Context: an optimization exercise on an open-source flow, tuned for small area. The choices shown serve that exercise and are no tape-out recipe. The RTL was checked by simulation tests, not by an equivalence proof against the original design. Power figures rest on the tool's default switching activity, not on a simulated workload.

--- design/flow/config.mk ---
export PLATFORM = sky130hd
export DESIGN_NAME = haar_database_scheduler
export DESIGN_NICKNAME = haar_database_scheduler
export VERILOG_FILES = /design/flow/design.v
export SDC_FILE = /design/flow/constraint.sdc
export NUM_CORES = 4
export LEC_CHECK = 0
export CAP_MARGIN = 20
export CORE_MARGIN = 2
export CORE_UTILIZATION = 40
export SLEW_MARGIN = 20
--- design/flow/constraint.sdc ---
create_clock -name core_clock -period 10.0 [get_ports {clk_fpga}]
set_input_delay 2.0000 -clock core_clock [delete_from_list [all_inputs] [get_ports {clk_fpga}]]
set_output_delay 2.0000 -clock core_clock [all_outputs]
set_load 0.01 [all_outputs]
--- design/flow/design.v ---
module haar_database_scheduler #(
    parameter int DATA_WIDTH_12            = 12,
    parameter int NUM_STAGES               = 24,
    parameter int NUM_PARAM_PER_CLASSIFIER = 18
) (
    input  logic                     clk_fpga,
    input  logic                     reset_fpga,
    input  logic                     i_restart,
    input  logic [NUM_STAGES-1:0]    i_req,
    input  logic [NUM_STAGES*DATA_WIDTH_12-1:0] i_stage_base,
    input  logic [NUM_STAGES*DATA_WIDTH_12-1:0] i_num_classifier,
    output logic                     o_rom_en,
    output logic [DATA_WIDTH_12-1:0] o_rom_addr,
    input  logic [DATA_WIDTH_12-1:0] i_rom_data,
    output logic [DATA_WIDTH_12-1:0] o_data,
    output logic                     o_data_valid,
    output logic [DATA_WIDTH_12-1:0] o_data_stage,
    output logic [DATA_WIDTH_12-1:0] o_data_index,
    output logic [NUM_STAGES-1:0]    o_grant,
    output logic [NUM_STAGES-1:0]    o_end_single_classifier,
    output logic [NUM_STAGES-1:0]    o_end_all_classifier,
    output logic                     o_busy
);
    localparam int SW = (NUM_STAGES > 1) ? $clog2(NUM_STAGES) : 1;
    localparam int WW = $clog2(NUM_PARAM_PER_CLASSIFIER);
    localparam int DW = DATA_WIDTH_12;
    localparam logic [WW-1:0] LAST_IDX = WW'(NUM_PARAM_PER_CLASSIFIER - 2);
    logic [SW-1:0] g;           
    logic [SW-1:0] dstage;      
    logic [WW-1:0] didx;        
    logic          nogrant;     
    logic          init_load;
    logic          busy;
    logic          endp;        
    logic          lastblk;     
    logic [DW-1:0] cnt [NUM_STAGES];
    logic restart_eff;
    assign restart_eff = i_restart | init_load;
    assign o_data       = i_rom_data;
    assign o_busy       = busy;
    assign o_data_stage = DW'(dstage);
    assign o_data_index = DW'(didx);
    logic          first;
    logic [WW-1:0] word;
    logic          last_word;
    assign first     = o_rom_en & ~o_data_valid;
    assign word      = o_rom_en ? (first ? '0 : didx + 1'b1) : didx;
    assign last_word = o_rom_en & ~first & (didx == LAST_IDX);
    logic [NUM_STAGES-1:0] mask, mreq, sel_oh;
    logic                  found;
    always_comb begin
        logic seen_m, seen_r;
        for (int i = 0; i < NUM_STAGES; i++) mask[i] = ~nogrant & (SW'(i) > g);
        mreq   = i_req & mask;
        seen_m = 1'b0;
        seen_r = |mreq;
        for (int i = 0; i < NUM_STAGES; i++) begin
            sel_oh[i] = mask[i] ? (mreq[i] & ~seen_m) : (i_req[i] & ~seen_r);
            seen_m    = seen_m | mreq[i];
            seen_r    = seen_r | i_req[i];
        end
        found = |i_req;
    end
    logic [SW-1:0] sel;
    always_comb begin
        sel = '0;
        for (int i = 0; i < NUM_STAGES; i++) if (sel_oh[i]) sel = sel | SW'(i);
    end
    logic [DW-1:0] cm, bm, nm;
    always_comb begin
        cm = '0;
        bm = '0;
        nm = '0;
        for (int s = 0; s < NUM_STAGES; s++) begin
            cm = cm | (cnt[s] & {DW{sel_oh[s]}});
            bm = bm | (i_stage_base[s*DW +: DW] & {DW{sel_oh[s]}});
            nm = nm | (i_num_classifier[s*DW +: DW] & {DW{sel_oh[s]}});
        end
    end
    logic [DW-1:0] inc, ptr, wdata;
    logic          eq;
    assign inc   = cm + 1'b1;
    assign eq    = (inc == nm);
    assign ptr   = bm + {cm[DW-5:0], 4'b0} + {cm[DW-2:0], 1'b0};
    assign wdata = (restart_eff | eq) ? '0 : inc;
    logic grant_now;
    assign grant_now = ~restart_eff & ~busy & found;
    always_ff @(posedge clk_fpga) begin
        for (int s = 0; s < NUM_STAGES; s++)
            if (restart_eff | (~busy & sel_oh[s])) cnt[s] <= wdata;
    end
    always_ff @(posedge clk_fpga or negedge reset_fpga) begin
        if (!reset_fpga) begin
            g            <= '0;
            dstage       <= '0;
            didx         <= '0;
            nogrant      <= 1'b1;
            init_load    <= 1'b1;
            busy         <= 1'b0;
            endp         <= 1'b0;
            lastblk      <= 1'b0;
            o_rom_en     <= 1'b0;
            o_rom_addr   <= '0;
            o_data_valid <= 1'b0;
        end else begin
            o_data_valid <= o_rom_en;
            dstage       <= g;
            didx         <= word;
            init_load    <= 1'b0;
            endp         <= ~restart_eff & busy & ~o_rom_en;
            if (restart_eff) begin
                o_rom_en <= 1'b0;
                busy     <= 1'b0;
            end else if (grant_now) begin
                g          <= sel;
                nogrant    <= 1'b0;
                lastblk    <= eq;
                busy       <= 1'b1;
                o_rom_en   <= 1'b1;
                o_rom_addr <= ptr;
            end else if (o_rom_en) begin
                if (last_word) o_rom_en <= 1'b0;
                else           o_rom_addr <= o_rom_addr + 1'b1;
            end else if (busy) begin
                busy <= 1'b0;
            end
        end
    end
    always_comb begin
        for (int s = 0; s < NUM_STAGES; s++) begin
            o_grant[s]                 = busy & (g == SW'(s));
            o_end_single_classifier[s] = endp & (g == SW'(s));
            o_end_all_classifier[s]    = endp & lastblk & (g == SW'(s));
        end
    end
endmodule
--- design/flow/run.sh ---
#!/bin/bash
# synth_recipe.tcl (not shown) runs the flow's synth.tcl, then flattens the netlist and writes it again
# the make line also repeats each setting of config.mk as NAME=value (left out here)
make -C /OpenROAD-flow-scripts/flow DESIGN_CONFIG=/design/flow/config.mk WORK_HOME=/design/flow/orfs CLKGATE_MAP_FILE= SYNTH_SCRIPT=/design/flow/synth_recipe.tcl finish
==> results of run 1 <==
-- synthesized netlist by cell type, drive strengths merged, types with 56 or more instances --
| library cell | number | share of area, % |
|---|---|---|
| buf | 95 | 2.8 |
| nand2 | 177 | 3.4 |
| nor3 | 69 | 1.9 |
| nand3 | 99 | 2.6 |
| a22oi | 136 | 5.2 |
| edfxtp | 288 | 44 |
| a222oi | 85 | 4.4 |
| a221oi | 71 | 3.2 |
| nand4 | 68 | 2.3 |
| a22o | 56 | 2.5 |
| nor2 | 95 | 1.8 |
| o21ai | 63 | 1.6 |
| clkbuf | 91 | 1.7 |
-- report_power, final --
part | leakage, uW | total, uW | internal [uW] | switching [uW]
Combinational | 0.00630 | 4890 | 1650 | 3240
Clock | 0.000525 | 1260 | 707 | 548
Sequential | 0.00362 | 2240 | 2000 | 240
Total | 0.0104 | 8390 | 4360 | 4030
-- flip-flops by register name, summed over array words and instances, names as in the netlist --
name,flops
o_data_valid,1
lastblk,1
nogrant,1
dstage,5
g,5
didx,5
o_rom_addr,12
cnt,288
o_rom_en,1
endp,1
init_load,1
busy,1
-- layout make-up --
cell class | count | area share (%)
Clock inverter | 15 | 0.450
Tap cell | 622 | 2.69
Sequential cell | 322 | 32.9
Antenna cell | 12 | 0.104
Multi-Input combinational cell | 1338 | 31.8
Timing Repair Buffer | 844 | 28.0
Clock buffer | 47 | 3.33
Inverter | 54 | 0.701
-- routing by layer --
metal	up-vias	share of wire, %
met5	-	0.43
li1	9051	-
met1	11555	34
met2	2803	36
met4	38	8.2
met3	581	22
-- through the flow --
step	worst slack (ns)	util [%]	power, uW	instances	hold slack [ns]
2_1_floorplan	2.38	-	4560	1900	0.395
3_3_place_gp	0.844	57.1	6780	3176	0.515
3_5_place_dp	0.944	57.2	6740	3177	0.525
4_1_cts	1.44	59.4	8000	3239	0.537
5_1_grt	1.00	59.5	8470	3244	0.584
6_report	1.10	59.5	8390	3254	0.550
-- kinds of logic (layout without fill, tap and decap cells) --
| family | Yosys count | after routing | share of synthesized area, % |
|---|---|---|---|
| AO/OA/AOI/OAI | 588 | 588 | 24.0 |
| XOR/XNOR | 34 | 34 | 1.66 |
| adder cells (fa/ha/maj) | 24 | 24 | 1.84 |
| buffers and inverters | 240 | 960 | 5.59 |
| flip-flops | 322 | 322 | 48.6 |
| multiplexers | 3 | 3 | 0.160 |
| other | 1 | 27 | 0.0192 |
| AND/OR/NAND/NOR | 674 | 674 | 18.1 |
-- worst paths after layout --
path | to | slack [ns] | cells after the start
worst max-delay path | o_rom_addr[11]$_DFFE_PN0P_ | 1.10 | 24
max in group asynchronous | g[1]$_DFFE_PN0P_ | 7.61 | 1
min in group asynchronous | o_rom_en$_DFF_PN0_ | 1.67 | 1
worst min-delay path | didx[4]$_DFFE_PN0P_ | 0.55 | 1
worst min register to register | didx[4]$_DFFE_PN0P_ | 0.55 | 1
worst max register to register | o_rom_addr[11]$_DFFE_PN0P_ | 2.09 | 24
==> impl_metrics.ini, run 1 <==
[floorplanning]
die_area_sq_um = 50700
floorplan.rows = 81
die_x_um = 225
design.core.area_sq_um = 48500
pin_count = 738
die_h_um = 225
initial_utilization_pct = 40.3

[cts]
cts-buffers-inserted = 34
cts_num_sinks = 322
cts_tree = done
cts.root.buffer_cell = sky130_fd_sc_hd__clkbuf_16
h_tree_depth = 2
cts_hold_repair.buffers = 0
post_cts.resized_instances = 0
cts_max_path_buffers = 3
clkTransAtPathRegs_ns = 0.06
clock_latency_reported_for_the_late_side_of_the_worst_skew_pair_ns = 0.54
post-cts-setup-buffer-count = 0

[route]
routed_via_density = 7.38
antenna_left = 0
number_of_drc_markers_after_the_initial_detailed_route_iteration = 5852
dr_total_vias = 24028
drc_errors = 0
first_pass_iters = 12
postRouteWirelength_mm = 148
wl_per_cell_um = 45.6

[placed_design]
place.detailed.hpwl_mm = 117
post_dp_cell_area_sq_um = 27800
portBuffers = 699
gp_routability_congestion = 1.11

[layout]
layout.filler_cells = 3975
multi_input_area_sq_um = 9190
sequential_cell_area_sq_um = 9500
layout-drive-gt1-share_pct = 10.2
layout_commonest_cell = sky130_fd_sc_hd__clkdlybuf4s50_1
syn_to_final_growth_pct = 47.8
finalNetCount = 3233
layout_cell_area_excl_fill_sq_um = 28900
most-common-layout-cells = sky130_fd_sc_hd__clkdlybuf4s50_1 (698), sky130_fd_sc_hd__edfxtp_1 (288), sky130_fd_sc_hd__nand2_1 (177)

[sta]
fin_crit_ns = 8.90
max_slew.worst_pin.slew_ns = 1.26
finalSetupViolCount = 0
unrepaired_setup_endpoints_after_global_routing = false
worst_slew_margin_rel_pct = 15.8
timing_hold_violations_final = 0
fin_tns_setup_ns = 0
share_of_the_clock_period_used_by_the_worst_path_pct = 89.0
skew_final_ns = 0.0375
maximum_clock_frequency_ghz = 0.112
finalMaxSlewViolations = 0

[logic_synthesis]
mappedNetlistArea_sq_um = 19500
synth_sequential_area_ratio_pct = 48.6
postSynthRegisterBits = 322
synth_area_per_cell_sq_um = 10.4
yosys_warnings = 2
syn-instance-count = 1886
synth-edff-count = 288
asyncSetResetFlopFracSynth_pct = 10.6
synth_cell_types = 92
postSynth.topFlopCell = sky130_fd_sc_hd__edfxtp_1

[grt]
grt_use_total_pct = 56.7
grt_pass1_wl_mm = 191
grt_most_used_layer = met2
grt.met1_usage_pct = 68.1
initial_antenna_violation_count = 32
grt.met2_usage_pct = 69.9
number_of_global_route_vias_before_repair = 21536
grt_remaining_overflow = 0
globalRouteMet3Util_pct = 41.7
maximum_number_of_pins_on_one_net_before_global_route_repair = 50

[setup_path]
timing.critical_path.fanout_max = 13
crit_path_frequent_cell = sky130_fd_sc_hd__a21oi_1
crit_path_end_kind = register
slowest_stage = sky130_fd_sc_hd__or4_1
worst_path_dominant_cell_family = compound AO/OA/AOI/OAI gates
cp.arrival_ns = 9.27
cp_slowest_stage_delay_ns = 0.83
crit_type = in -> reg
worst_r2r_src = g[3]$_DFFE_PN0P_
cp_cell_sequence = clkdlybuf4s50_1 > or4_1 > or4_1 > a21oi_1 > nand2_1 > o21bai_4 > buf_4 > a22oi_1 > nand2_1 > or3_1 > ha_1 > ha_1 > a21o_1 > a21oi_1 > o21bai_1 > a21oi_1 > o21bai_1 > a21oi_1 > o21bai_1 > a21oi_1 > xnor2_1 > xnor2_1 > xnor2_1 > o21ai_0
critical_path.startpoint = i_req[2]
required_ns = 10.37
cp.buffers_inverters = 2
nature_of_the_critical_path_startpoint = input pin

[power_and_ir_drop]
power-per-cell-area_nw_per_um2 = 290
leakagePower_uw = 0.0104
vdd_drop_max_mv = 0.218

[status]
result_of_the_run = complete, no violations

[worst_hold_path]
hold_path_class = reg -> reg
timing.hold.worst.start = didx[4]$_DFFE_PN0P_

[job]
timing.max_cap.violations = 0
==> run 2, diff against run 1 <==
==> design/flow/flow/run.sh (new file) <==
#!/bin/bash
# Standard ORFS layout with two changes: an area-oriented ABC mapping script in
# synthesis, and the smallest buffer cell for the port buffers.
set -euo pipefail
W=$(pwd)
export FLOW_ABC_SCRIPT=$W/flow/abc_area.script
bash standard.sh SYNTH_SCRIPT=$W/flow/synth.tcl \
  "BUFFER_PORTS_ARGS=-buffer_cell sky130_fd_sc_hd__buf_1" finish > $W/orfs_make.log 2>&1
==> design/flow/flow/abc_area.script (new file) <==
strash; &get -n; &fraig -x; &put; scorr; dc2; dretime; strash; &get -n; &dch -f; &nf; &put
==> design/flow/flow/synth.tcl (new file) <==
# The standard synthesis (synth_recipe.tcl), with ABC's technology mapping
# run with an area-oriented script instead of ORFS's speed script.
proc synth {args} { yosys synth -nofsm -noshare {*}$args }
proc abc {args} {
  set i [lsearch -exact $args -script]
  if { $i >= 0 } {
    set args [lreplace $args $i [expr {$i + 1}] -script $::env(FLOW_ABC_SCRIPT)]
  }
  yosys abc {*}$args
}
source $::env(SCRIPTS_DIR)/synth.tcl
# left out here: clear keep_hierarchy, flatten, clean up, hide names made inside functions, write 1_2_yosys.v
==> design/flow/standard.sh (new file) <==
#!/bin/bash
# synth_recipe.tcl (not shown) runs the flow's synth.tcl, then flattens the netlist and writes it again
# the make line also repeats each setting of config.mk as NAME=value (left out here)
make -C /OpenROAD-flow-scripts/flow DESIGN_CONFIG=/design/flow/config.mk WORK_HOME=/design/flow/orfs CLKGATE_MAP_FILE= SYNTH_SCRIPT=/design/flow/synth_recipe.tcl "${@:-finish}"
removed: design/flow/run.sh
==> impl_metrics.ini, run 2 <==
[status]
result_of_the_run = complete, no violations

[logic_synthesis]
postSynthRegisterBits = 322
asyncSetResetFlopFracSynth_pct = 10.6
post-synth-top-area-fraction_pct = 51.1
postSynth.topFlopCell = sky130_fd_sc_hd__edfxtp_1
syn-instance-count = 1443
leading_cell_types_by_total_area_after_synthesis = sky130_fd_sc_hd__edfxtp_1 (51%), sky130_fd_sc_hd__a222oi_1 (9.6%), sky130_fd_sc_hd__dfrtp_1 (4.7%)
mappedNetlistArea_sq_um = 16900
synth_cell_types = 61
synth_sequential_area_ratio_pct = 56.1
synth-edff-count = 288
netlist.top_cell.by_area = sky130_fd_sc_hd__edfxtp_1
dominant_combinational_cell_family_by_area_after_synthesis = compound AO/OA/AOI/OAI gates
post-synth-top-count-cell = sky130_fd_sc_hd__edfxtp_1
yosys.area_share.adder_pct = 2.13
yosys_warnings = 2
synth_compound_gate_area_share_pct = 21.2
synth_area_per_cell_sq_um = 11.7
synth_simple_gate_area_share_pct = 16.7
synth_xor_xnor_area_share_pct = 1.45
netlist_top_cells_count = sky130_fd_sc_hd__edfxtp_1 (288), sky130_fd_sc_hd__nand2_1 (164), sky130_fd_sc_hd__a222oi_1 (162)
synth.mux.area_fraction_pct = 0.0665

[placed_design]
post_dp_cell_area_sq_um = 21300
portBuffers = 699
gp_routability_congestion = 1.14
place.detailed.hpwl_mm = 88.5

[grt]
grt_most_used_layer = met2
grt_use_total_pct = 49.8
maximum_number_of_pins_on_one_net_before_global_route_repair = 53
initial_antenna_violation_count = 25
number_of_global_route_vias_before_repair = 18515
grt_pass1_wl_mm = 149
grt.met2_usage_pct = 69.6
grt_remaining_overflow = 0
globalRouteMet3Util_pct = 24.9
grt.met1_usage_pct = 61.9

[route]
antenna_left = 0
postRouteWirelength_mm = 114
first_pass_iters = 11
routed_via_density = 6.97
drc_errors = 0
number_of_drc_markers_after_the_initial_detailed_route_iteration = 3876
wl_per_cell_um = 39.5
dr_total_vias = 20061

[worst_hold_path]
whs_path_depth = 2
timing.hold.worst.start = o_rom_addr[10]$_DFFE_PN0P_
hold_path_class = reg -> reg
whs_endpoint = o_rom_addr[10]$_DFFE_PN0P_

[sta]
fin_crit_ns = 9.13
maximum_clock_frequency_ghz = 0.110
finalMaxSlewViolations = 0
max_slew.worst_pin.slew_ns = 1.20
fin_tns_setup_ns = 0
timing_hold_violations_final = 0
unrepaired_setup_endpoints_after_global_routing = false
share_of_the_clock_period_used_by_the_worst_path_pct = 91.3
worst_slew_margin_rel_pct = 20.1
skew_final_ns = 0.0315
fin_hold_ws_ns = 0.597
finalSetupViolCount = 0

[power_and_ir_drop]
p_comb_share_pct = 51.7
vdd_drop_max_mv = 0.275
seqPwrFrac_pct = 30.8
power.internal_uw = 3910
leakagePower_uw = 0.00810
power.switching_uw = 3250
total_power_uw = 7170
clock_power_share_pct = 17.5
power-per-cell-area_nw_per_um2 = 319
switching_share_pct = 45.4

[setup_path]
required_ns = 10.47
nature_of_the_critical_path_startpoint = input pin
cp_slowest_stage_delay_ns = 0.63
rr_endpoint = o_rom_addr[11]$_DFFE_PN0P_
worst_r2r_src = g[3]$_DFFE_PN0P_
crit_path_end_kind = register
cp.arrival_ns = 9.59
timing.critical_path.fanout_max = 12
worstRegToRegCells = 31
critical_path.startpoint = i_req[2]
crit_path_frequent_cell = sky130_fd_sc_hd__a21oi_1
ff2ff_setup_slack_ns = 1.16
slowest_stage = sky130_fd_sc_hd__nor4_1
crit_type = in -> reg

[floorplanning]
die_x_um = 210
initial_utilization_pct = 40.4
die_h_um = 210
floorplan.rows = 75
pin_count = 738
die_area_sq_um = 44000
design.core.area_sq_um = 41900

[layout]
layout-drive-gt1-share_pct = 9.09
syn_to_final_growth_pct = 32.8
finalNetCount = 2932
largest_register_ff_count = 288
max_flop_register = cnt
layout_cell_area_excl_fill_sq_um = 22500
layout_commonest_cell = sky130_fd_sc_hd__buf_1
top_regs = cnt: 288 flops, o_rom_addr: 12 flops
layout.filler_cells = 3815
most-common-layout-cells = sky130_fd_sc_hd__buf_1 (698), sky130_fd_sc_hd__edfxtp_1 (288), sky130_fd_sc_hd__nand2_1 (164)

[cts]
cts_max_path_buffers = 3
cts_tree = done
cts_num_sinks = 322
post-cts-setup-buffer-count = 0
clkTransAtPathRegs_ns = 0.06
post_cts.resized_instances = 0
h_tree_depth = 2
cts_hold_repair.buffers = 0
cts-buffers-inserted = 35
cts.root.buffer_cell = sky130_fd_sc_hd__clkbuf_16
clock_latency_reported_for_the_late_side_of_the_worst_skew_pair_ns = 0.54

[job]
timing.max_cap.violations = 0
-- run 2: cell types whose count changed in the layout (fill, tap and decap cells not counted), moves of 20 or more --
cell,delta
sky130_fd_sc_hd__o21ai_0,-22
sky130_fd_sc_hd__nor2_1,-24
sky130_fd_sc_hd__buf_4,-20
sky130_fd_sc_hd__a222oi_1,+77
sky130_fd_sc_hd__a22o_1,-42
sky130_fd_sc_hd__nand4_1,-28
sky130_fd_sc_hd__and3_1,+40
sky130_fd_sc_hd__and2_0,+37
sky130_fd_sc_hd__inv_1,-54
sky130_fd_sc_hd__clkdlybuf4s50_1,-698
sky130_fd_sc_hd__clkinv_1,+58
sky130_fd_sc_hd__a22oi_1,-71
sky130_fd_sc_hd__nor3_1,-36
sky130_fd_sc_hd__buf_1,+698
-- run 2: cells by family (layout without fill, tap and decap cells) --
family / after synthesis / after routing
AND/OR/NAND/NOR: 560 / 560
AO/OA/AOI/OAI: 432 / 432
flip-flops: 322 / 322
buffers and inverters: 75 / 938
XOR/XNOR: 28 / 28
adder cells (fa/ha/maj): 24 / 24
other: 1 / 33
multiplexers: 1 / 1
-- run 2: how the worst max path moves through the flow --
stage / endpoint / slack [ns] / depth (start not counted)
6_report: o_rom_addr[11]$_DFFE_PN0P_ / 0.87 / 31
5_1_grt: o_rom_addr[11]$_DFFE_PN0P_ / 0.41 / 31
4_1_cts: cnt[23][1]$_DFFE_PP_ / 0.87 / 25
3_5_place_dp: cnt[11][4]$_DFFE_PP_ / 0.40 / 28
3_3_place_gp: cnt[16][9]$_DFFE_PP_ / 0.59 / 26
2_1_floorplan: cnt[0][5]$_DFFE_PP_ / 0.05 / 20
-- run 2: power by group through the flow --
| stage | logic, uW | registers (uW) | clock network (uW) |
|---|---|---|---|
| after floorplan | 1900 | 2180 | 0 |
| after global placement | 3530 | 2210 | 0 |
| after detailed placement | 3520 | 2220 | 0 |
| after CTS | 3540 | 2200 | 1250 |
| after global routing | 3840 | 2240 | 1290 |
| final | 3710 | 2210 | 1250 |
-- run 2: per-stage QoR --
step | util, % | worst slack [ns] | cells
5_1_grt | 53.6 | 0.406 | 2866
3_3_place_gp | 50.9 | 0.595 | 2795
6_report | 53.7 | 0.872 | 2877
4_1_cts | 53.6 | 0.875 | 2859
2_1_floorplan | - | 0.0525 | 1457
3_5_place_dp | 51.0 | 0.398 | 2795
-- run 2: metal layers --
| layer | part of all wire [%] | routed length (um) | up-vias |
|---|---|---|---|
| li1 | - | - | 7846 |
| met1 | 35 | 39900 | 9785 |
| met2 | 41 | 46200 | 1976 |
| met3 | 17 | 19600 | 436 |
| met4 | 6.8 | 7740 | 18 |
| met5 | 0.098 | 111 | - |
-- run 2: worst max-delay path: cells and delay by family --
kind	cells	cell delay, ns
AO/OA/AOI/OAI	11	2.04
XOR/XNOR	2	0.33
adder cells (fa/ha/maj)	2	0.80
buffers and inverters	4	0.79
AND/OR/NAND/NOR	12	3.61
-- run 2: cell type report --
type | instances | area [sq um] | area share [%]
multi-input cells | 1060 | 7330 | 32.6
diodes | 18 | 45.0 | 0.200
inverters | 49 | 184 | 0.819
repair buffers | 825 | 3650 | 16.2
flip-flops and latches | 322 | 9500 | 42.3
clock buffers | 41 | 920 | 4.09
clock inverters | 23 | 169 | 0.752
well taps | 539 | 674 | 3.00
==> run 3, diff against run 2 <==
--- a/design/flow/config.mk
+++ b/design/flow/config.mk
@@ -9,3 +9,4 @@
 export CORE_MARGIN = 2
-export CORE_UTILIZATION = 40
+export CORE_UTILIZATION = 25
+export CTS_BUF_LIST = sky130_fd_sc_hd__clkbuf_4
 export SLEW_MARGIN = 20
==> impl_metrics.ini, run 3 <==
[sta]
skew_final_ns = 0.0644
max_slew.worst_pin.slew_ns = 1.17
finalMaxSlewViolations = 0
timing_hold_violations_final = 0
fin_tns_setup_ns = 0
unrepaired_setup_endpoints_after_global_routing = false
share_of_the_clock_period_used_by_the_worst_path_pct = 86.6
maximum_clock_frequency_ghz = 0.116
finalSetupViolCount = 0
worst_slew_margin_rel_pct = 22.3
fin_crit_ns = 8.66
fin_hold_ws_ns = 0.568

[layout]
layout.filler_cells = 6931
max_flop_register = cnt
finalNetCount = 2986
syn_to_final_growth_pct = 35.3
layout_cell_area_excl_fill_sq_um = 22900
layout_commonest_cell = sky130_fd_sc_hd__buf_1
top_regs = cnt: 288 flops, o_rom_addr: 12 flops
most-common-layout-cells = sky130_fd_sc_hd__buf_1 (698), sky130_fd_sc_hd__edfxtp_1 (288), sky130_fd_sc_hd__nand2_1 (164)
layout-drive-gt1-share_pct = 12.4
finalCoreUtilization_pct = 34.1
largest_register_ff_count = 288

[grt]
grt_pass1_wl_mm = 161
initial_antenna_violation_count = 22
grt_use_total_pct = 33.5
number_of_global_route_vias_before_repair = 19081
maximum_number_of_pins_on_one_net_before_global_route_repair = 47
grt_remaining_overflow = 0

[setup_path]
cp.arrival_ns = 8.99
crit_type = reg -> reg
nature_of_the_critical_path_startpoint = register
required_ns = 10.33
crit_path_end_kind = register
worstRegToRegCells = 24
timing.critical_path.fanout_max = 24

[cts]
cts_tree = done
cts_hold_repair.buffers = 0
post-cts-setup-buffer-count = 0
post_cts.resized_instances = 0
cts-buffers-inserted = 79
cts_num_sinks = 322
cts_max_path_buffers = 3
clock_latency_reported_for_the_late_side_of_the_worst_skew_pair_ns = 0.78
h_tree_depth = 3
cts.root.buffer_cell = sky130_fd_sc_hd__clkbuf_4
clkTransAtPathRegs_ns = 0.07

[logic_synthesis]
synth-edff-count = 288
synth_sequential_area_ratio_pct = 56.1
netlist_top_cells_count = sky130_fd_sc_hd__edfxtp_1 (288), sky130_fd_sc_hd__nand2_1 (164), sky130_fd_sc_hd__a222oi_1 (162)
syn-instance-count = 1443
synth_area_per_cell_sq_um = 11.7
synth_cell_types = 61
netlist.top_cell.by_area = sky130_fd_sc_hd__edfxtp_1
post-synth-top-area-fraction_pct = 51.1
mappedNetlistArea_sq_um = 16900
postSynthRegisterBits = 322
leading_cell_types_by_total_area_after_synthesis = sky130_fd_sc_hd__edfxtp_1 (51%), sky130_fd_sc_hd__a222oi_1 (9.6%), sky130_fd_sc_hd__dfrtp_1 (4.7%)
postSynth.topFlopCell = sky130_fd_sc_hd__edfxtp_1
asyncSetResetFlopFracSynth_pct = 10.6
post-synth-top-count-cell = sky130_fd_sc_hd__edfxtp_1
yosys_warnings = 2

[floorplanning]
floorplan.rows = 95
initial_utilization_pct = 25.2
pin_count = 738
die_x_um = 264
die_h_um = 264
die_area_sq_um = 69800
design.core.area_sq_um = 67000

[status]
result_of_the_run = complete, no violations

[placed_design]
portBuffers = 699
post_dp_cell_area_sq_um = 21800
gp_routability_congestion = 1.01
place.detailed.hpwl_mm = 95.9

[route]
antenna_left = 0
wl_per_cell_um = 36.8
postRouteWirelength_mm = 121
drc_errors = 0
number_of_drc_markers_after_the_initial_detailed_route_iteration = 3232
first_pass_iters = 10
dr_total_vias = 19753
routed_via_density = 5.99

[power_and_ir_drop]
leakagePower_uw = 0.00824
vdd_drop_max_mv = 0.228
power-per-cell-area_nw_per_um2 = 305

[worst_hold_path]
whs_path_depth = 1
hold_path_class = reg -> reg

[job]
timing.max_cap.violations = 0
-- run 3: worst paths after layout --
path                                startpoint                   endpoint  slack [ns]
min in group asynchronous           reset_fpga  o_rom_addr[6]$_DFFE_PN0P_        1.40
min reg2reg                didx[0]$_DFFE_PN0P_        didx[0]$_DFFE_PN0P_        0.57
max in group asynchronous           reset_fpga           g[4]$_DFFE_PN0P_        7.89
max                           g[3]$_DFFE_PN0P_      cnt[20][10]$_DFFE_PP_        1.34
min                        didx[0]$_DFFE_PN0P_        didx[0]$_DFFE_PN0P_        0.57
max reg2reg                   g[3]$_DFFE_PN0P_      cnt[20][10]$_DFFE_PP_        1.34
-- run 3: power by group --
group / internal, uW / total (uW) / switching, uW
sequential: 2010 / 2200 / 195
clock: 600 / 1160 / 560
combinational: 1200 / 3620 / 2420
-- run 3: metrics by stage --
stage,worst slack [ns],instances,power (uW)
floorplan,0.0525,1457,4080
global placement,0.778,3138,5680
detailed placement,0.443,3138,5700
CTS,1.22,3281,6870
global route,0.728,3291,7300
finish,1.34,3295,6980
-- run 3: routing by layer --
| layer | GRT usage, % | share of wire, % | vias up |
|---|---|---|---|
| met5 | 0 | 0.080 | - |
| met4 | 18.1 | 6.1 | 14 |
| met3 | 9.89 | 12 | 267 |
| met2 | 54.7 | 47 | 1591 |
| met1 | 39.6 | 35 | 9868 |
| li1 | - | - | 8013 |
-- run 3: cell families after synthesis --
logic type | after synthesis | share of synthesized area [%]
AO/OA/AOI/OAI | 432 | 21.2
adder cells (fa/ha/maj) | 24 | 2.13
XOR/XNOR | 28 | 1.45
other | 1 | 0.0222
buffers and inverters | 75 | 2.24
multiplexers | 1 | 0.0665
AND/OR/NAND/NOR | 560 | 16.7
flip-flops | 322 | 56.1
-- run 3: final cells by class --
class | instances | area (sq um) | share of cell area (%)
Antenna cell | 13 | 32.5 | 0.142
Clock buffer | 112 | 841 | 3.67
Clock inverter | 31 | 216 | 0.946
Inverter | 49 | 184 | 0.803
Multi-Input combinational cell | 1060 | 7330 | 32.0
Sequential cell | 322 | 9500 | 41.5
Tap cell | 873 | 1090 | 4.77
Timing Repair Buffer | 835 | 3700 | 16.2
-- run 3: worst max-delay path: stages (launching register included) --
cell and delay (ns):
sky130_fd_sc_hd__dfrtp_1 0.65, sky130_fd_sc_hd__nor4_1 0.97, sky130_fd_sc_hd__nand3_1 0.34, sky130_fd_sc_hd__nand4_1 0.33, sky130_fd_sc_hd__nor4_1 0.14, sky130_fd_sc_hd__and4_1 0.28, sky130_fd_sc_hd__nand4_1 0.18, sky130_fd_sc_hd__nand4b_1 0.22
sky130_fd_sc_hd__nor4b_1 0.08, sky130_fd_sc_hd__buf_4 0.18, sky130_fd_sc_hd__a31o_2 0.53, sky130_fd_sc_hd__a222oi_1 0.38, sky130_fd_sc_hd__and4_1 0.28, sky130_fd_sc_hd__nand4_1 0.12, sky130_fd_sc_hd__nor3_1 0.51, sky130_fd_sc_hd__clkinv_1 0.33
sky130_fd_sc_hd__ha_1 0.31, sky130_fd_sc_hd__xor2_1 0.29, sky130_fd_sc_hd__nor2_1 0.08, sky130_fd_sc_hd__a2111o_1 0.41, sky130_fd_sc_hd__a2111oi_0 0.52, sky130_fd_sc_hd__nand4_1 0.19, sky130_fd_sc_hd__nor3_1 0.22, sky130_fd_sc_hd__buf_4 0.17
sky130_fd_sc_hd__and3b_1 0.48
==> run 4, diff against run 3 <==
==> design/flow/flow/abc_area.script (replaced) <==
strash; &get -n; &fraig -x; &put; scorr; dc2; dretime; strash; &get -n; &dch -f; &nf -R 1000; &put; &get -n; &dch -f; &nf -R 1000; &put; &get -n; &dch -f; &nf -R 1000; &put; &get -n; &dch -f; &nf -R 1000; &put
--- a/design/flow/config.mk
+++ b/design/flow/config.mk
@@ -9,3 +9,3 @@
 export CORE_MARGIN = 2
-export CORE_UTILIZATION = 25
+export CORE_UTILIZATION = 40
 export CTS_BUF_LIST = sky130_fd_sc_hd__clkbuf_4
==> impl_metrics.ini, run 4 <==
[placed_design]
portBuffers = 699
gp_routability_congestion = 1.04
placed_cells_incl_taps = 2753
place.detailed.hpwl_mm = 81.9

[layout]
stdcell_count = 2903
sequential_cell_area_sq_um = 9500
top_regs = cnt: 288 flops, o_rom_addr: 12 flops
largest_register_ff_count = 288
finalCoreUtilization_pct = 54.1
max_flop_register = cnt
layout_commonest_cell = sky130_fd_sc_hd__buf_1
syn_to_final_growth_pct = 33.8
multi_input_area_sq_um = 6880
layout-drive-gt1-share_pct = 13.2
finalNetCount = 2947
most-common-layout-cells = sky130_fd_sc_hd__buf_1 (698), sky130_fd_sc_hd__edfxtp_1 (288), sky130_fd_sc_hd__a222oi_1 (178)
layout.filler_cells = 3813

[setup_path]
critical_path.startpoint = g[3]$_DFFE_PN0P_
nature_of_the_critical_path_startpoint = register
rr_endpoint = o_rom_addr[10]$_DFFE_PN0P_
required_ns = 10.58
timing.critical_path.fanout_max = 20
crit_path_end_kind = register
slowest_stage = sky130_fd_sc_hd__o21ai_0
worst_setup_path_endpoint = o_rom_addr[10]$_DFFE_PN0P_
crit_path_frequent_cell = sky130_fd_sc_hd__a21oi_1
worst_r2r_src = g[3]$_DFFE_PN0P_
cp.arrival_ns = 10.00
cp_slowest_stage_delay_ns = 0.63
ff2ff_setup_slack_ns = 0.58
crit_type = reg -> reg
worstRegToRegCells = 44

[logic_synthesis]
postSynthRegisterBits = 322
mappedNetlistArea_sq_um = 16500
netlist.top_cell.by_area = sky130_fd_sc_hd__edfxtp_1
leading_cell_types_by_total_area_after_synthesis = sky130_fd_sc_hd__edfxtp_1 (52%), sky130_fd_sc_hd__a222oi_1 (11%), sky130_fd_sc_hd__dfrtp_1 (4.9%)
postSynth.topFlopCell = sky130_fd_sc_hd__edfxtp_1
post-synth-top-count-cell = sky130_fd_sc_hd__edfxtp_1
yosys_warnings = 2
post-synth-top-area-fraction_pct = 52.5
asyncSetResetFlopFracSynth_pct = 10.6
synth_sequential_area_ratio_pct = 57.7
synth_area_per_cell_sq_um = 11.9
synth-edff-count = 288
netlist_top_cells_count = sky130_fd_sc_hd__edfxtp_1 (288), sky130_fd_sc_hd__a222oi_1 (178), sky130_fd_sc_hd__nand2_1 (142)
syn-instance-count = 1389
synth_cell_types = 50

[cts]
cts_tree = done
cts-buffers-inserted = 82
cts.root.buffer_cell = sky130_fd_sc_hd__clkbuf_4
clkTransAtPathRegs_ns = 0.07
cts_hold_repair.buffers = 0
cts_num_sinks = 322
clock_latency_reported_for_the_late_side_of_the_worst_skew_pair_ns = 0.73
cts_max_path_buffers = 3
h_tree_depth = 3

[grt]
maximum_number_of_pins_on_one_net_before_global_route_repair = 35
number_of_global_route_vias_before_repair = 18035
grt_remaining_overflow = 0
grt_use_total_pct = 47.9
initial_antenna_violation_count = 7
grt_pass1_wl_mm = 139

[power_and_ir_drop]
power.internal_uw = 3770
vdd_drop_max_mv = 0.432
switching_share_pct = 47.4
seqPwrFrac_pct = 30.2
total_power_uw = 7180
power.switching_uw = 3410
power-per-cell-area_nw_per_um2 = 326
leakagePower_uw = 0.00793
clock_power_share_pct = 15.5
p_comb_share_pct = 54.4

[sta]
timing_hold_violations_final = 0
fin_hold_ws_ns = 0.565
max_slew.worst_pin.slew_ns = 1.19
skew_final_ns = 0.0481
maximum_clock_frequency_ghz = 0.106
finalSetupViolCount = 0
worst_slew_margin_rel_pct = 20.8
share_of_the_clock_period_used_by_the_worst_path_pct = 94.2
fin_crit_ns = 9.42
unrepaired_setup_endpoints_after_global_routing = false
fin_tns_setup_ns = 0
finalMaxSlewViolations = 0

[route]
antenna_left = 0
first_pass_iters = 13
wl_per_cell_um = 36.4
drc_errors = 0
number_of_drc_markers_after_the_initial_detailed_route_iteration = 4095
routed_via_density = 6.72
dr_total_vias = 19509
postRouteWirelength_mm = 106

[floorplanning]
die_area_sq_um = 42800
die_h_um = 207
design.core.area_sq_um = 40700
die_x_um = 207
pin_count = 738
initial_utilization_pct = 40.4
floorplan.rows = 74

[job]
timing.max_cap.violations = 0

[status]
result_of_the_run = complete, no violations

[worst_hold_path]
hold_path_class = reg -> reg
[run 4: critical path, delay by kind of cell, from the launching register on]
| family | cells | cell delay (ns) |
|---|---|---|
| adders and majority gates | 3 | 0.94 |
| DFF | 1 | 0.58 |
| and+or+nand+nor | 18 | 2.94 |
| buffers and inverters | 3 | 0.52 |
| AOI/OAI and AO/OA | 19 | 3.74 |
| xor gates and xnor gates | 1 | 0.52 |
[run 4: worst min-delay path by stage]
stage / start / slack [ns] / end / depth (start not counted)
6_report: nogrant$_DFFE_PN1P_ / 0.57 / nogrant$_DFFE_PN1P_ / 1
3_3_place_gp: nogrant$_DFFE_PN1P_ / 0.54 / nogrant$_DFFE_PN1P_ / 1
2_1_floorplan: g[0]$_DFFE_PN0P_ / 0.51 / dstage[0]$_DFF_PN0_ / 0
4_1_cts: nogrant$_DFFE_PN1P_ / 0.55 / nogrant$_DFFE_PN1P_ / 1
3_5_place_dp: nogrant$_DFFE_PN1P_ / 0.55 / nogrant$_DFFE_PN1P_ / 1
5_1_grt: nogrant$_DFFE_PN1P_ / 0.57 / nogrant$_DFFE_PN1P_ / 1
[run 4: per-layer routing]
layer / vias to the layer above / wire length, um / track usage, %
met3: 277 / 19500 / 25.3
li1: 7829 / - / -
met5: - / 351 / 5.18
met4: 8 / 4780 / 20.1
met2: 1940 / 41800 / 63.2
met1: 9455 / 39200 / 64.7
[run 4: cell families (layout without fill, tap and decap cells)]
group / after synthesis / after routing / share of synthesized area (%)
AND/OR/NAND/NOR: 502 / 502 / 14.2
adder cells (fa/ha/maj): 24 / 24 / 2.19
other: 1 / 24 / 0.0228
buffers and inverters: 68 / 1027 / 2.14
flip-flops: 322 / 322 / 57.7
XOR/XNOR: 32 / 32 / 1.70
AO/OA/AOI/OAI: 440 / 440 / 22.1
[run 4: what timing repair did]
item / 4_1_cts / 5_1_grt
endpoints found under the setup margin: 0 / 250
resized for setup: 0 / 7
setup buffers: 0 / 1
[run 4: cell type report]
cell class	instances	share of cell area (%)
Sequential cell	322	43.1
Multi-Input combinational cell	1013	31.2
Timing Repair Buffer	847	17.3
Antenna cell	9	0.102
Clock buffer	120	4.09
Tap cell	532	3.02
Clock inverter	18	0.454
Inverter	42	0.715
[run 4: power groups by stage]
stage	clock, uW	combinational, uW	sequential (uW)
after CTS	1110	3640	2160
final	1110	3910	2170
after global placement	0	3590	2170
after floorplan	0	1810	2160
after detailed placement	0	3610	2180
after global routing	1180	4000	2200
[run 4: per-stage QoR]
stage	instance area (sq um)	worst slack (ns)
3_3_place_gp	21000	0.0940
6_report	22100	0.576
5_1_grt	22000	0.0341
4_1_cts	22000	0.549
3_5_place_dp	21000	-0.0593
2_1_floorplan	16600	0.0100
==> run 5, diff against run 4 <==
==> design/flow/flow/run.sh (replaced) <==
#!/bin/bash
# Standard ORFS layout with three changes: an area-oriented ABC mapping script
# in synthesis, the smallest buffer cell for the port buffers, and clock tree
# synthesis with clkbuf_4 buffers and no dummy balancing loads.
set -euo pipefail
W=$(pwd)
export FLOW_ABC_SCRIPT=$W/flow/abc_area.script
bash standard.sh SYNTH_SCRIPT=$W/flow/synth.tcl \
  "BUFFER_PORTS_ARGS=-buffer_cell sky130_fd_sc_hd__buf_1" \
  "CTS_ARGS=-sink_clustering_enable -repair_clock_nets -buf_list sky130_fd_sc_hd__clkbuf_4 -dont_use_dummy_load" \
  finish > $W/orfs_make.log 2>&1
--- a/design/flow/config.mk
+++ b/design/flow/config.mk
@@ -10,3 +10,2 @@
 export CORE_UTILIZATION = 40
-export CTS_BUF_LIST = sky130_fd_sc_hd__clkbuf_4
 export SLEW_MARGIN = 20
==> impl_metrics.ini, run 5 <==
[status]
result_of_the_run = complete, no violations

[route]
dr_total_vias = 19406
drc_errors = 0
first_pass_iters = 12
number_of_drc_markers_after_the_initial_detailed_route_iteration = 4304
antenna_left = 0
postRouteWirelength_mm = 105
routed_via_density = 6.81
wl_per_cell_um = 36.9

[logic_synthesis]
mappedNetlistArea_sq_um = 16500
syn-instance-count = 1389
asyncSetResetFlopFracSynth_pct = 10.6
dominant_combinational_cell_family_by_area_after_synthesis = compound AO/OA/AOI/OAI gates
synth_area_per_cell_sq_um = 11.9
netlist.top_cell.by_area = sky130_fd_sc_hd__edfxtp_1
postSynth.topFlopCell = sky130_fd_sc_hd__edfxtp_1
synth_xor_xnor_area_share_pct = 1.70
netlist_top_cells_count = sky130_fd_sc_hd__edfxtp_1 (288), sky130_fd_sc_hd__a222oi_1 (178), sky130_fd_sc_hd__nand2_1 (142)
synth-edff-count = 288
synth_sequential_area_ratio_pct = 57.7
post-synth-top-count-cell = sky130_fd_sc_hd__edfxtp_1
yosys.area_share.adder_pct = 2.19
yosys_warnings = 2
synth_compound_gate_area_share_pct = 22.1
synth_cell_types = 50
postSynthRegisterBits = 322
synth_simple_gate_area_share_pct = 14.2
post-synth-top-area-fraction_pct = 52.5
leading_cell_types_by_total_area_after_synthesis = sky130_fd_sc_hd__edfxtp_1 (52%), sky130_fd_sc_hd__a222oi_1 (11%), sky130_fd_sc_hd__dfrtp_1 (4.9%)
synth.mux.area_fraction_pct = 0

[sta]
share_of_the_clock_period_used_by_the_worst_path_pct = 94.7
timing_hold_violations_final = 0
unrepaired_setup_endpoints_after_global_routing = false
skew_final_ns = 0.0536
maximum_clock_frequency_ghz = 0.106
final_critical_path_setup_slack_ns = 0.526
fin_tns_setup_ns = 0
max_slew.worst_pin.slew_ns = 1.18
finalMaxSlewViolations = 0
fin_crit_ns = 9.47
worst_slew_margin_rel_pct = 21.1
finalSetupViolCount = 0

[layout]
layout.filler_cells = 3819
finalNetCount = 2955
sequential_cell_area_sq_um = 9500
top_regs = cnt: 288 flops, o_rom_addr: 12 flops
largest_register_ff_count = 288
layout-drive-gt1-share_pct = 11.9
max_flop_register = cnt
most-common-layout-cells = sky130_fd_sc_hd__buf_1 (698), sky130_fd_sc_hd__edfxtp_1 (288), sky130_fd_sc_hd__a222oi_1 (178)
layout_commonest_cell = sky130_fd_sc_hd__buf_1
syn_to_final_growth_pct = 32.0
multi_input_area_sq_um = 6890

[setup_path]
cp.arrival_ns = 10.04
cp_slowest_stage_delay_ns = 0.82
worst_r2r_src = g[3]$_DFFE_PN0P_
worst_setup_path_endpoint = o_rom_addr[11]$_DFFE_PN0P_
crit_path_end_kind = register
required_ns = 10.57
ff2ff_setup_slack_ns = 0.53
rr_endpoint = o_rom_addr[11]$_DFFE_PN0P_
worstRegToRegCells = 43
slowest_stage = sky130_fd_sc_hd__nor3_1
timing.critical_path.fanout_max = 20
critical_path.startpoint = g[3]$_DFFE_PN0P_
crit_type = reg -> reg
crit_path_frequent_cell = sky130_fd_sc_hd__a21oi_1
nature_of_the_critical_path_startpoint = register

[floorplanning]
die_h_um = 207
design.core.area_sq_um = 40700
initial_utilization_pct = 40.4
pin_count = 738
floorplan.rows = 74
die_x_um = 207
die_area_sq_um = 42800

[grt]
grt_use_total_pct = 47.8
grt_remaining_overflow = 0
grt_pass1_wl_mm = 138
number_of_global_route_vias_before_repair = 17874
maximum_number_of_pins_on_one_net_before_global_route_repair = 35
initial_antenna_violation_count = 11

[cts]
h_tree_depth = 3
cts_num_sinks = 322
clkTransAtPathRegs_ns = 0.06
clock_latency_reported_for_the_late_side_of_the_worst_skew_pair_ns = 0.72
cts_tree = done
cts_max_path_buffers = 3
cts.root.buffer_cell = sky130_fd_sc_hd__clkbuf_4
cts-buffers-inserted = 82
cts_hold_repair.buffers = 0

[placed_design]
pre_cts_slack_ns = -0.0593
portBuffers = 699
place.detailed.hpwl_mm = 81.9
gp_routability_congestion = 1.04

[power_and_ir_drop]
power-per-cell-area_nw_per_um2 = 317
total_power_uw = 6900
vdd_drop_max_mv = 0.431
leakagePower_uw = 0.00775

[worst_hold_path]
hold_path_class = reg -> reg

[job]
timing.max_cap.violations = 0
-- run 5: cell counts after synthesis --
Identical to the previous run, type by type.
-- run 5: area by class of cell --
type,instances,share of cell area (%)
Timing Repair Buffer,855,18.0
Tap cell,532,3.06
Sequential cell,322,43.7
Antenna cell,5,0.0575
Clock buffer,82,2.83
Inverter,42,0.725
Multi-Input combinational cell,1013,31.7
-- run 5: kinds of logic (layout without fill, tap and decap cells) --
kind of cell             after synthesis  in the layout
buffers and inverters                 68            979
other                                  1             20
AND/OR/NAND/NOR                      502            502
adder cells (fa/ha/maj)               24             24
flip-flops                           322            322
AO/OA/AOI/OAI                        440            440
XOR/XNOR                              32             32
-- run 5: routing by layer --
layer | global-route usage [%] | share of wire [%]
met3 | 26.0 | 18
met1 | 64.5 | 37
met4 | 20.0 | 4.3
met2 | 62.7 | 40
met5 | 4.38 | 0.34
-- run 5: timing repair --
action                     CTS  global route
setup buffers                0             9
resized for setup            0             8
setup endpoints to repair    0           262
-- run 5: how the worst min path moves through the flow --
stage	endpoint	cells past startpoint	startpoint	slack, ns
finish	nogrant$_DFFE_PN1P_	1	nogrant$_DFFE_PN1P_	0.56
CTS	nogrant$_DFFE_PN1P_	1	nogrant$_DFFE_PN1P_	0.55
global placement	nogrant$_DFFE_PN1P_	1	nogrant$_DFFE_PN1P_	0.54
floorplan	dstage[0]$_DFF_PN0_	0	g[0]$_DFFE_PN0P_	0.51
detailed placement	nogrant$_DFFE_PN1P_	1	nogrant$_DFFE_PN1P_	0.55
global route	nogrant$_DFFE_PN1P_	1	nogrant$_DFFE_PN1P_	0.57
-- run 5: metrics by stage --
stage                     utilization [%]  cells  hold slack (ns)  cell area (sq um)
after floorplan                         -   1403            0.507              16600
after global placement               51.5   2752            0.536              21000
after detailed placement             51.5   2753            0.545              21000
after CTS                            53.0   2835            0.553              21600
after global routing                 53.4   2847            0.573              21700
final                                53.4   2851            0.560              21700
-- run 5: power breakdown --
group	leakage (uW)	internal [uW]	total (uW)	switching, uW
registers	0.00361	1990	2170	172
clock network	0.000377	372	842	471
logic	0.00375	1220	3890	2680
total	0.00775	3580	6900	3320
-- run 5: critical path: cells and delay by family (launching register included) --
kind            cells  cell delay [ns]
compound gates     17             3.32
xor+xnor            2             0.31
fa+ha+maj           2             0.81
buf+inv             4             0.64
flops               1             0.58
simple gates       18             3.61
==> run 6, diff against run 5 <==
--- a/design/flow/config.mk
+++ b/design/flow/config.mk
@@ -10,2 +10,3 @@
 export CORE_UTILIZATION = 40
+export PLACE_DENSITY = 0.85
 export SLEW_MARGIN = 20
==> impl_metrics.ini, run 6 <==
[layout]
syn_to_final_growth_pct = 30.6
layout_commonest_cell = sky130_fd_sc_hd__buf_1
layout-drive-gt1-share_pct = 10.9
finalNetCount = 2930
largest_register_ff_count = 288
top_regs = cnt: 288 flops, o_rom_addr: 12 flops
most-common-layout-cells = sky130_fd_sc_hd__buf_1 (698), sky130_fd_sc_hd__edfxtp_1 (288), sky130_fd_sc_hd__a222oi_1 (178)
layout.filler_cells = 3677
max_flop_register = cnt

[cts]
cts_max_path_buffers = 3
cts.root.buffer_cell = sky130_fd_sc_hd__clkbuf_4
clock_latency_reported_for_the_late_side_of_the_worst_skew_pair_ns = 0.74
cts_tree = done
h_tree_depth = 3
cts_num_sinks = 322
clkTransAtPathRegs_ns = 0.06
cts-buffers-inserted = 81
cts_hold_repair.buffers = 0

[grt]
grt_pass1_wl_mm = 131
number_of_global_route_vias_before_repair = 18227
initial_antenna_violation_count = 18
maximum_number_of_pins_on_one_net_before_global_route_repair = 35
grt_use_total_pct = 44.4
grt_remaining_overflow = 0

[route]
number_of_drc_markers_after_the_initial_detailed_route_iteration = 4166
postRouteWirelength_mm = 98.2
drc_errors = 0
antenna_left = 0
first_pass_iters = 12
routed_via_density = 6.75
dr_total_vias = 19144
wl_per_cell_um = 34.6

[setup_path]
crit_type = in -> reg
cp_slowest_stage_delay_ns = 0.35
worst_path_dominant_cell_family = simple AND/OR/NAND/NOR gates
timing.critical_path.fanout_max = 24
cp.arrival_ns = 9.56
nature_of_the_critical_path_startpoint = input pin
crit_path_frequent_cell = sky130_fd_sc_hd__a21oi_1
required_ns = 10.34
crit_path_end_kind = register
slowest_stage = sky130_fd_sc_hd__nor4_1
cp.buffers_inverters = 6

[power_and_ir_drop]
power.internal_uw = 3540
vdd_drop_max_mv = 0.279
clock_power_share_pct = 12.8
power-per-cell-area_nw_per_um2 = 303
seqPwrFrac_pct = 33.1
power.switching_uw = 2980
switching_share_pct = 45.7
leakagePower_uw = 0.00759
p_comb_share_pct = 54.1

[logic_synthesis]
synth-edff-count = 288
post-synth-top-area-fraction_pct = 52.5
post-synth-top-count-cell = sky130_fd_sc_hd__edfxtp_1
yosys_warnings = 2
mappedNetlistArea_sq_um = 16500
asyncSetResetFlopFracSynth_pct = 10.6
leading_cell_types_by_total_area_after_synthesis = sky130_fd_sc_hd__edfxtp_1 (52%), sky130_fd_sc_hd__a222oi_1 (11%), sky130_fd_sc_hd__dfrtp_1 (4.9%)
netlist.top_cell.by_area = sky130_fd_sc_hd__edfxtp_1
syn-instance-count = 1389
postSynth.topFlopCell = sky130_fd_sc_hd__edfxtp_1
synth_area_per_cell_sq_um = 11.9
postSynthRegisterBits = 322
netlist_top_cells_count = sky130_fd_sc_hd__edfxtp_1 (288), sky130_fd_sc_hd__a222oi_1 (178), sky130_fd_sc_hd__nand2_1 (142)
synth_cell_types = 50
synth_sequential_area_ratio_pct = 57.7

[sta]
finalSetupViolCount = 0
fin_hold_ws_ns = 0.562
fin_crit_ns = 9.22
finalMaxSlewViolations = 0
unrepaired_setup_endpoints_after_global_routing = false
worst_slew_margin_rel_pct = 23.2
timing_hold_violations_final = 0
maximum_clock_frequency_ghz = 0.108
max_slew.worst_pin.slew_ns = 1.15
fin_tns_setup_ns = 0
share_of_the_clock_period_used_by_the_worst_path_pct = 92.2
skew_final_ns = 0.131

[floorplanning]
initial_utilization_pct = 40.4
floorplan.rows = 74
die_x_um = 207
die_h_um = 207
die_area_sq_um = 42800
pin_count = 738
design.core.area_sq_um = 40700

[placed_design]
gp_routability_congestion = 0.967
portBuffers = 699
place.detailed.hpwl_mm = 74.5

[status]
result_of_the_run = complete, no violations

[worst_hold_path]
hold_path_class = reg -> reg

[job]
timing.max_cap.violations = 0
run 6: cell counts after synthesis:
Identical to the previous run, type by type.
run 6: per-layer routing:
metal  vias to the layer above  global-route usage (%)  share of wire [%]
met5                         -                    1.84               0.20
li1                       7736                       -                  -
met4                        18                    21.2                5.3
met1                      9205                    57.1                 35
met3                       338                    19.8                 17
met2                      1847                    63.6                 42
run 6: layout make-up:
class / instances / area (sq um) / area share (%)
antenna: 15 / 37.5 / 0.174
clock buffer: 81 / 608 / 2.83
inverter: 42 / 158 / 0.733
multi-input combinational: 1013 / 6870 / 32.0
sequential: 322 / 9500 / 44.2
tap: 532 / 666 / 3.09
timing repair buffer: 831 / 3670 / 17.1
run 6: per-stage QoR:
step	setup WS, ns	cells	util (%)	cell area [sq um]	total power (uW)
finish	0.782	2836	52.8	21500	6530
global route	0.0000711	2830	52.8	21500	6770
CTS	0.603	2821	52.6	21400	6350
detailed placement	-0.0286	2740	51.2	20800	5520
global placement	0.356	2740	51.2	20800	5460
floorplan	0.0100	1403	-	16600	3970
run 6: path summary, 6_finish.rpt:
path                            slack, ns                start                          to  cells past startpoint
max in group asynchronous            8.18           reset_fpga            g[1]$_DFFE_PN0P_                      2
worst max-delay path                 0.78             i_req[1]       cnt[14][11]$_DFFE_PP_                     42
min in group asynchronous            1.38           reset_fpga         lastblk$_DFFE_PN0P_                      2
worst max register to register       0.90     g[2]$_DFFE_PN0P_  o_rom_addr[11]$_DFFE_PN0P_                     47
worst min-delay path                 0.56  nogrant$_DFFE_PN1P_         nogrant$_DFFE_PN1P_                      1
worst min register to register       0.56  nogrant$_DFFE_PN1P_         nogrant$_DFFE_PN1P_                      1
run 6: kinds of logic (layout without fill, tap and decap cells):
logic type / Yosys count / after routing / share of synthesized area, %
and+or+nand+nor: 502 / 502 / 14.2
xor gates and xnor gates: 32 / 32 / 1.70
adders and majority gates: 24 / 24 / 2.19
other: 1 / 30 / 0.0228
DFF: 322 / 322 / 57.7
buffers and inverters: 68 / 954 / 2.14
AOI/OAI and AO/OA: 440 / 440 / 22.1
run 6: power groups by stage:
| stage | logic [uW] | registers (uW) | clock network [uW] |
|---|---|---|---|
| after detailed placement | 3340 | 2180 | 0 |
| after global routing | 3680 | 2190 | 901 |
| after global placement | 3320 | 2150 | 0 |
| after floorplan | 1810 | 2160 | 0 |
| final | 3530 | 2160 | 836 |
| after CTS | 3360 | 2150 | 835 |
run 6: what timing repair did:
item,4_1_cts,5_1_grt
resized for setup,0,9
setup buffers,0,0
endpoints found under the setup margin,0,265
==> run 7, diff against run 6 <==
==> design/flow/flow/run.sh (replaced) <==
#!/bin/bash
# Standard ORFS layout with four changes: an area-oriented ABC mapping script
# in synthesis, the smallest buffer cell for the port buffers, clock tree
# synthesis with clkbuf_4 buffers and no dummy balancing loads, and ORFS's
# power recovery (downsizing gates on paths with positive slack) after global
# routing.
set -euo pipefail
W=$(pwd)
export FLOW_ABC_SCRIPT=$W/flow/abc_area.script
bash standard.sh SYNTH_SCRIPT=$W/flow/synth.tcl \
  "BUFFER_PORTS_ARGS=-buffer_cell sky130_fd_sc_hd__buf_1" \
  "CTS_ARGS=-sink_clustering_enable -repair_clock_nets -buf_list sky130_fd_sc_hd__clkbuf_4 -dont_use_dummy_load" \
  RECOVER_POWER=100 \
  finish > $W/orfs_make.log 2>&1
--- a/design/flow/config.mk
+++ b/design/flow/config.mk
@@ -10,3 +10,2 @@
 export CORE_UTILIZATION = 40
-export PLACE_DENSITY = 0.85
 export SLEW_MARGIN = 20
==> impl_metrics.ini, run 7 <==
[status]
result_of_the_run = failed layout checks
so_faults = capacitance limit, slew limit

[floorplanning]
pin_count = 738
die_area_sq_um = 42800
die_x_um = 207
initial_utilization_pct = 40.4
floorplan.rows = 74
design.core.area_sq_um = 40700
die_h_um = 207

[cts]
cts.root.buffer_cell = sky130_fd_sc_hd__clkbuf_4
cts-buffers-inserted = 82
clkTransAtPathRegs_ns = 0.06
cts_tree = done
h_tree_depth = 3
clock_latency_reported_for_the_late_side_of_the_worst_skew_pair_ns = 0.73
cts_max_path_buffers = 3
cts_num_sinks = 322
cts_hold_repair.buffers = 0

[route]
first_pass_iters = 11
dr_total_vias = 19490
postRouteWirelength_mm = 106
drc_errors = 0
wl_per_cell_um = 37.0
routed_via_density = 6.84
number_of_drc_markers_after_the_initial_detailed_route_iteration = 4213
antenna_left = 0

[layout]
layout.filler_cells = 3874
largest_register_ff_count = 288
layout_commonest_cell = sky130_fd_sc_hd__buf_1
max_flop_register = cnt
most-common-layout-cells = sky130_fd_sc_hd__buf_1 (698), sky130_fd_sc_hd__edfxtp_1 (288), sky130_fd_sc_hd__a222oi_1 (178)
syn_to_final_growth_pct = 30.4
layout-drive-gt1-share_pct = 9.55
top_regs = cnt: 288 flops, o_rom_addr: 12 flops
finalNetCount = 2955
sequential_cell_area_sq_um = 9500
multi_input_area_sq_um = 6820

[setup_path]
worst_r2r_src = g[0]$_DFFE_PN0P_
critical_path.startpoint = i_req[1]
crit_path_end_kind = register
cp.arrival_ns = 9.74
required_ns = 10.29
crit_type = in -> reg
timing.critical_path.fanout_max = 24
nature_of_the_critical_path_startpoint = input pin
cp_slowest_stage_delay_ns = 0.53
slowest_stage = sky130_fd_sc_hd__clkbuf_1

[sta]
fin_crit_ns = 9.45
unrepaired_setup_endpoints_after_global_routing = false
worst_slew_margin_rel_pct = -95.6
max_slew.worst_pin.slew_ns = 2.91
finalMaxSlewViolations = 80
final_critical_path_setup_slack_ns = 0.549
timing_hold_violations_final = 0
finalSetupViolCount = 0
maximum_clock_frequency_ghz = 0.106
share_of_the_clock_period_used_by_the_worst_path_pct = 94.5
skew_final_ns = 0.0502

[logic_synthesis]
postSynth.topFlopCell = sky130_fd_sc_hd__edfxtp_1
post-synth-top-count-cell = sky130_fd_sc_hd__edfxtp_1
post-synth-top-area-fraction_pct = 52.5
synth-edff-count = 288
syn-instance-count = 1389
netlist.top_cell.by_area = sky130_fd_sc_hd__edfxtp_1
netlist_top_cells_count = sky130_fd_sc_hd__edfxtp_1 (288), sky130_fd_sc_hd__a222oi_1 (178), sky130_fd_sc_hd__nand2_1 (142)
synth_cell_types = 50
yosys_warnings = 2
postSynthRegisterBits = 322
synth_area_per_cell_sq_um = 11.9
synth_sequential_area_ratio_pct = 57.7
leading_cell_types_by_total_area_after_synthesis = sky130_fd_sc_hd__edfxtp_1 (52%), sky130_fd_sc_hd__a222oi_1 (11%), sky130_fd_sc_hd__dfrtp_1 (4.9%)
asyncSetResetFlopFracSynth_pct = 10.6
mappedNetlistArea_sq_um = 16500

[power_and_ir_drop]
vdd_drop_max_mv = 0.430
leakagePower_uw = 0.00758
total_power_uw = 6860
power-per-cell-area_nw_per_um2 = 319

[placed_design]
portBuffers = 699
pre_cts_slack_ns = -0.0593
gp_routability_congestion = 1.04
place.detailed.hpwl_mm = 81.9

[grt]
maximum_number_of_pins_on_one_net_before_global_route_repair = 35
number_of_global_route_vias_before_repair = 17874
initial_antenna_violation_count = 11
grt_pass1_wl_mm = 138
grt_remaining_overflow = 0
grt_use_total_pct = 47.8

[job]
timing.max_cap.violations = 3

[worst_hold_path]
hold_path_class = reg -> reg
timing.hold.worst.start = nogrant$_DFFE_PN1P_
## run 7: cell counts after synthesis
Identical to the previous run, type by type.
## run 7: stage by stage
| step | instances | utilization [%] | hold WS [ns] | TNS (ns) | cell area [sq um] |
|---|---|---|---|---|---|
| floorplan | 1403 | - | 0.507 | 0 | 16600 |
| global placement | 2752 | 51.5 | 0.536 | 0 | 21000 |
| detailed placement | 2753 | 51.5 | 0.545 | -0.215 | 21000 |
| CTS | 2835 | 53.0 | 0.553 | 0 | 21600 |
| global route | 2847 | 52.7 | 0.573 | 0 | 21500 |
| finish | 2849 | 52.7 | 0.559 | 0 | 21500 |
## run 7: final timing paths
kind | to | slack, ns | cells past startpoint
worst max-delay path | cnt[12][9]$_DFFE_PP_ | 0.55 | 40
worst min-delay path | nogrant$_DFFE_PN1P_ | 0.56 | 1
worst max register to register | cnt[12][9]$_DFFE_PP_ | 0.61 | 41
worst min register to register | nogrant$_DFFE_PN1P_ | 0.56 | 1
max in group asynchronous | dstage[1]$_DFF_PN0_ | 6.18 | 2
min in group asynchronous | o_rom_addr[9]$_DFFE_PN0P_ | 2.23 | 2
## run 7: where the power goes
group / switching (uW) / internal, uW / total, uW
combinational: 2670 / 1180 / 3850
clock: 472 / 372 / 844
sequential: 174 / 2000 / 2170
## run 7: cell type report
cell class / instances / area share [%]
Sequential cell: 322 / 44.2
Inverter: 42 / 0.734
Tap cell: 532 / 3.10
Antenna cell: 3 / 0.0349
Clock buffer: 82 / 2.87
Timing Repair Buffer: 855 / 17.3
Multi-Input combinational cell: 1013 / 31.8
## run 7: logic make-up (layout without fill, tap and decap cells)
group | Yosys count | in the layout | synth area share [%]
adder cells (fa/ha/maj) | 24 | 24 | 2.19
other | 1 | 18 | 0.0228
AND/OR/NAND/NOR | 502 | 502 | 14.2
flip-flops | 322 | 322 | 57.7
XOR/XNOR | 32 | 32 | 1.70
AO/OA/AOI/OAI | 440 | 440 | 22.1
buffers and inverters | 68 | 979 | 2.14
## run 7: critical path: cells and delay by family
kind	cells	cell delay (ns)
AND/OR/NAND/NOR	18	3.04
AO/OA/AOI/OAI	13	2.43
buffers and inverters	7	1.76
XOR/XNOR	2	0.47
## run 7: metal layers
metal	vias up	global-route usage (%)	wire, um	share of wire, %
met5	-	4.38	351	0.33
met4	18	20.0	4720	4.5
met3	285	26.0	19400	18
met2	1879	62.7	41500	39
met1	9510	64.5	39500	37
li1	7798	-	-	-
## run 7: repair_timing
item	4_1_cts	5_1_grt
endpoints found under the setup margin	0	262
buffers inserted	0	9
resized for setup	0	8

## static timing again, ports no longer ideal
The results above use ideal ports. As a check the final layouts listed here were re-extracted and re-timed, cells and wires unchanged. Step 1: set_driving_cell puts a clkbuf_16 on clk_fpga and a buf_2 on each other input, an assumption about the parent block. Step 2 times the ports against the registers' clock, not the clock port: input delays grow and output delays shrink by t, the midpoint of the rising clock arrivals with the driver on. Three values: ideal, step 1, step 2; two values: the first two.
| run | t (ns) | setup slack, ns | slew at the worst register clock pin (ns) | worst data-port slew with drivers (ns) | cell pins on the clock port's net |
|---|---|---|---|---|---|
| run 1 | 0.572 | 1.095 / 1.126 / 0.554 | 0.07 / 0.07 | 0.42 | 1 |
| run 2 | 0.576 | 0.872 / 0.900 / 0.324 | 0.06 / 0.06 | 0.32 | 1 |
| run 3 | 0.796 | 1.345 / 1.345 / 0.618 | 0.08 / 0.08 | 0.35 | 1 |
| run 4 | 0.763 | 0.576 / 0.576 / -0.075 | 0.08 / 0.08 | 0.33 | 1 |
| run 5 | 0.756 | 0.526 / 0.526 / 0.023 | 0.07 / 0.07 | 0.30 | 1 |
| run 6 | 0.727 | 0.782 / 0.811 / 0.085 | 0.07 / 0.07 | 0.30 | 1 |
| run 7 | 0.760 | 0.549 / 0.581 / -0.179 | 0.07 / 0.07 | 0.29 | 1 |
The setup slack of run 7, which loses most, moves by +0.032 ns with the drivers and by -0.728 ns with both steps.
